From an optimization exercise on the open Yosys and OpenROAD flow, aimed at small area, a short achievable clock period and few clock cycles per item; shortcuts taken in it are not production practice.
RTL that was checked went through simulation tests only; none was proved equivalent to the original.

## main
// ex_stage_mdu
module ex_stage_mdu (
    input  logic        clock,
    input  logic        reset,
    input  logic        in_valid,
    output logic        in_ready,
    input  logic [4:0]  op,
    input  logic [31:0] operand_a,
    input  logic [31:0] operand_b,
    input  logic [1:0]  fwd_sel_a,
    input  logic [1:0]  fwd_sel_b,
    input  logic [31:0] wb_data,
    input  logic        is_jump,
    input  logic [31:0] pt_wdata_in,
    input  logic [4:0]  pt_rd_in,
    input  logic [31:0] pt_pc_in,
    input  logic        mem_stall,
    input  logic        flush,
    output logic        out_valid,
    output logic [31:0] res_out,
    output logic [31:0] pt_wdata_out,
    output logic [4:0]  pt_rd_out,
    output logic [31:0] pt_pc_out,
    output logic        redirect_valid,
    output logic [31:0] redirect_addr,
    output logic        busy
);
    localparam int K = 3;
    localparam int CW = 4;             
    logic [31:0] op_a, op_b;
    always_comb begin
        case (fwd_sel_a)
            2'd1:    op_a = res_out;
            2'd2:    op_a = wb_data;
            default: op_a = operand_a;
        endcase
        case (fwd_sel_b)
            2'd1:    op_b = res_out;
            2'd2:    op_b = wb_data;
            default: op_b = operand_b;
  ...
export LEC_CHECK = 0
export ABC_AREA = 1
export CAP_MARGIN = 20
export CORE_MARGIN = 2
export CORE_UTILIZATION = 30
export SETUP_SLACK_MARGIN = 2.0
export SLEW_MARGIN = 40
export SYNTH_HIERARCHICAL = 1
export SYNTH_MINIMUM_KEEP_SIZE = 0
create_clock -name core_clock -period 16.0 [get_ports {clock}]
standard.sh (not shown) runs the stock make flow with config.mk's settings and CLKGATE_MAP_FILE= SYNTH_SCRIPT=/design/flow/synth_recipe.tcl, a recipe that flattens the netlist after the stock synthesis.
==> flow/flow/run.sh <==
#!/bin/bash
# Standard ORFS layout; ports are buffered with a regular buffer instead of
# the delay cell buffer_ports picks by default.
set -euo pipefail
bash standard.sh "BUFFER_PORTS_ARGS=-buffer_cell sky130_fd_sc_hd__buf_2" finish > orfs_make.log 2>&1
The inputs of the feature branch differ from those of main as listed below.
diff --git a/flow/design.v b/flow/design.v
--- a/flow/design.v
+++ b/flow/design.v
@@ -17,22 +17,22 @@
     input  logic        flush,
     output logic        out_valid,
     output logic [31:0] res_out,
     output logic [31:0] pt_wdata_out,
     output logic [4:0]  pt_rd_out,
     output logic [31:0] pt_pc_out,
     output logic        redirect_valid,
     output logic [31:0] redirect_addr,
     output logic        busy
 );
-    localparam int K = 3;
-    localparam int CW = 4;             
+    localparam int K = 4;
+    localparam int CW = 3;             
     logic [31:0] op_a, op_b;
     always_comb begin
         case (fwd_sel_a)
             2'd1:    op_a = res_out;
             2'd2:    op_a = wb_data;
             default: op_a = operand_a;
         endcase
         case (fwd_sel_b)
             2'd1:    op_b = res_out;
             2'd2:    op_b = wb_data;
@@ -689,86 +689,86 @@
             5'd9:       alu_misc = {31'd0, lt_u};
             default:    alu_misc = 32'd0;
         endcase
     end
     assign redirect_valid = fire && is_jump && is_single;
     mdu_fin u_fin (
         .sel_lo(op == 5'd10), .sel_hi(is_mulh), .sel_misc(!is_mul), .rv(redirect_valid),
         .row0(row0), .row1(row1), .misc(alu_misc), .res(alu_res), .redirect_addr(redirect_addr)
     );
     logic        d_signed, d_remop, a_neg, b_neg, b_zero, d_fast;
-    logic [31:0] abs_a, abs_b;
+    logic [31:0] abs_a, b_mag1, dvx;
+    logic        dcin;
+    logic [32:0] a_minus_b;
     assign d_signed = (op == 5'd14) || (op == 5'd16);
     assign d_remop  = (op == 5'd16) || (op == 5'd17);
     assign a_neg    = d_signed && op_a[31];
     assign b_neg    = d_signed && op_b[31];
     assign abs_a    = a_neg ? (~op_a + 32'd1) : op_a;
-    assign abs_b    = b_neg ? (~op_b + 32'd1) : op_b;
+    assign dvx      = b_neg ? op_b : ~op_b;
+    assign dcin     = !b_neg;
+    assign b_mag1   = ~dvx;
+    assign a_minus_b = {1'b0, abs_a} + {1'b1, dvx} + {32'd0, dcin};
     assign b_zero   = (op_b == 32'd0);
-    assign d_fast   = b_zero || (abs_a < abs_b);
+    assign d_fast   = b_zero || a_minus_b[32];
     logic [31:0] fast_res;
     assign fast_res = d_remop ? op_a : {32{b_zero}};
     function automatic logic [5:0] clz32(input logic [31:0] x);
         logic [5:0] n;
         n = 6'd32;
         for (int i = 0; i < 32; i++) if (x[i]) n = 31 - i;
         clz32 = n;
     endfunction
     logic [5:0] clz_a, clz_b, pdiff;
-    logic [3:0] m1;
+    logic [2:0] m1;
     assign clz_a = clz32(abs_a);
-    assign clz_b = clz32(abs_b);
+    assign clz_b = clz32(b_mag1);            
     assign pdiff = clz_b - clz_a;            
-    always_comb begin                        
-        m1 = 4'd0;
-        for (int i = 1; i < 11; i++) if (pdiff[4:0] >= 5'(3 * i)) m1 = 4'(i);
-    end
-    logic [64:0] norm, nsh0, nsh1, nsh2;
-    assign nsh0 = m1[0] ? {3'd0, 3'd0, abs_a, 27'd0} : {3'd0, abs_a, 30'd0};
-    assign nsh1 = m1[1] ? {6'd0, nsh0[64:6]} : nsh0;
-    assign nsh2 = m1[2] ? {12'd0, nsh1[64:12]} : nsh1;
-    assign norm = m1[3] ? {24'd0, nsh2[64:24]} : nsh2;
-    logic [31:0] rem, dvs;
-    logic [32:0] quo;
+    assign m1    = pdiff[5] ? 3'd7 : pdiff[4:2];   
+    logic [63:0] norm;
+    assign norm = {4'd0, abs_a, 28'd0} >> {m1, 2'b00};
+    logic [31:0] rem, quo, dvs;
+    logic        dvc;
     logic [CW-1:0] cnt;
     logic        q_neg, r_sel;
     logic [31:0] d_wdata, d_pc;
     logic [4:0]  d_rd;
     logic [31:0] rem_s [0:K];
-    logic [32:0] quo_s [0:K];
+    logic [31:0] quo_s [0:K];
     logic [32:0] diff_s [0:K-1];
     always_comb begin
         rem_s[0] = rem;
         quo_s[0] = quo;
         for (int s = 0; s < K; s++) begin
-            diff_s[s]  = {rem_s[s], quo_s[s][32]} - {1'b0, dvs};
-            rem_s[s+1] = diff_s[s][32] ? {rem_s[s][30:0], quo_s[s][32]} : diff_s[s][31:0];
-            quo_s[s+1] = {quo_s[s][31:0], !diff_s[s][32]};
+            diff_s[s]  = {rem_s[s], quo_s[s][31]} + {1'b1, dvs} + {32'd0, dvc};
+            rem_s[s+1] = diff_s[s][32] ? {rem_s[s][30:0], quo_s[s][31]} : diff_s[s][31:0];
+            quo_s[s+1] = {quo_s[s][30:0], !diff_s[s][32]};
         end
     end
     logic [31:0] d_pick, d_held, div_res;
     logic        fix;
-    assign d_pick  = r_sel ? rem_s[K] : quo_s[K][31:0];
-    assign d_held  = r_sel ? rem : quo[31:0];
+    assign d_pick  = r_sel ? rem_s[K] : quo_s[K];
+    assign d_held  = r_sel ? rem : quo;
     assign div_res = fix ? (~d_held + 32'd1) : d_pick;
     logic wr_single, wr_fast, start_div, wr_div, step, last;
     assign wr_single = fire && !flush && !is_div;
     assign wr_fast   = fire && !flush && is_div && d_fast;
     assign start_div = fire && !flush && is_div && !d_fast;
     assign last      = (cnt == '0);
     assign wr_div    = busy && !flush && !mem_stall && (fix || (last && !q_neg));
     assign step      = busy && !fix && (!last || q_neg || !mem_stall);
     always_ff @(posedge clock) begin
         if (start_div) begin
-            rem     <= norm[64:33];
-            quo     <= norm[32:0];
-            dvs     <= abs_b;
+            rem     <= norm[63:32];
+            quo     <= norm[31:0];
+            dvs     <= dvx;
+            dvc     <= dcin;
             cnt     <= m1;
             fix     <= 1'b0;
             q_neg   <= d_remop ? a_neg : (a_neg ^ b_neg);
             r_sel   <= d_remop;
             d_wdata <= pt_wdata_in;
             d_rd    <= pt_rd_in;
             d_pc    <= pt_pc_in;
         end else if (step) begin
             rem <= rem_s[K];
             quo <= quo_s[K];
Notes after the runs:
Compare main and the feature branch | count of clock-buffer cells in the layout lower: the feature branch. Compared with main, the feature branch shows via density per instance that has gone up by a few percent. Count of input and output buffers: main vs the feature branch — no meaningful difference. Number of clock sinks for the feature branch: 0.36% down relative to main. Looking at via count across main and the feature branch, the one that comes out lower is the feature branch.
Testbench counts of the feature branch, summed over its fixed seeds: cycles 171,619, instrs 160,000.
Only the layout flow was run in main; the RTL was not checked for function there.

## static timing again, ports no longer ideal
No port has a modelled driver above. Below, the same layouts with a new extraction and two added sets of constraints.
Step 1 (the two cells are an assumption about what drives the block):
set clk [get_ports {clock}]
set_driving_cell -lib_cell sky130_fd_sc_hd__clkbuf_16 $clk
set_driving_cell -lib_cell sky130_fd_sc_hd__buf_2 [delete_from_list [all_inputs] $clk]
Step 2 also shifts input and output timing later by t, the mid clock arrival at the registers, as if the neighbouring blocks saw the same clock.
Slacks: ideal / step 1 / step 2; pairs: ideal / step 1.
run	shift t [ns]	setup WS [ns]	worst hold slack (ns)	worst setup path after step 2	pins driven straight from the clock port
main	0.679	2.012 / 1.982 / 1.982	0.461 / 0.461 / 0.461	input to output	1
the feature branch	0.665	2.117 / 2.096 / 2.096	0.455 / 0.455 / 0.455	input to output	1
After both steps setup and hold are still met in every run listed. For main, which loses most, drivers alone change the setup slack by -0.030 ns; drivers and shift together by -0.030 ns.
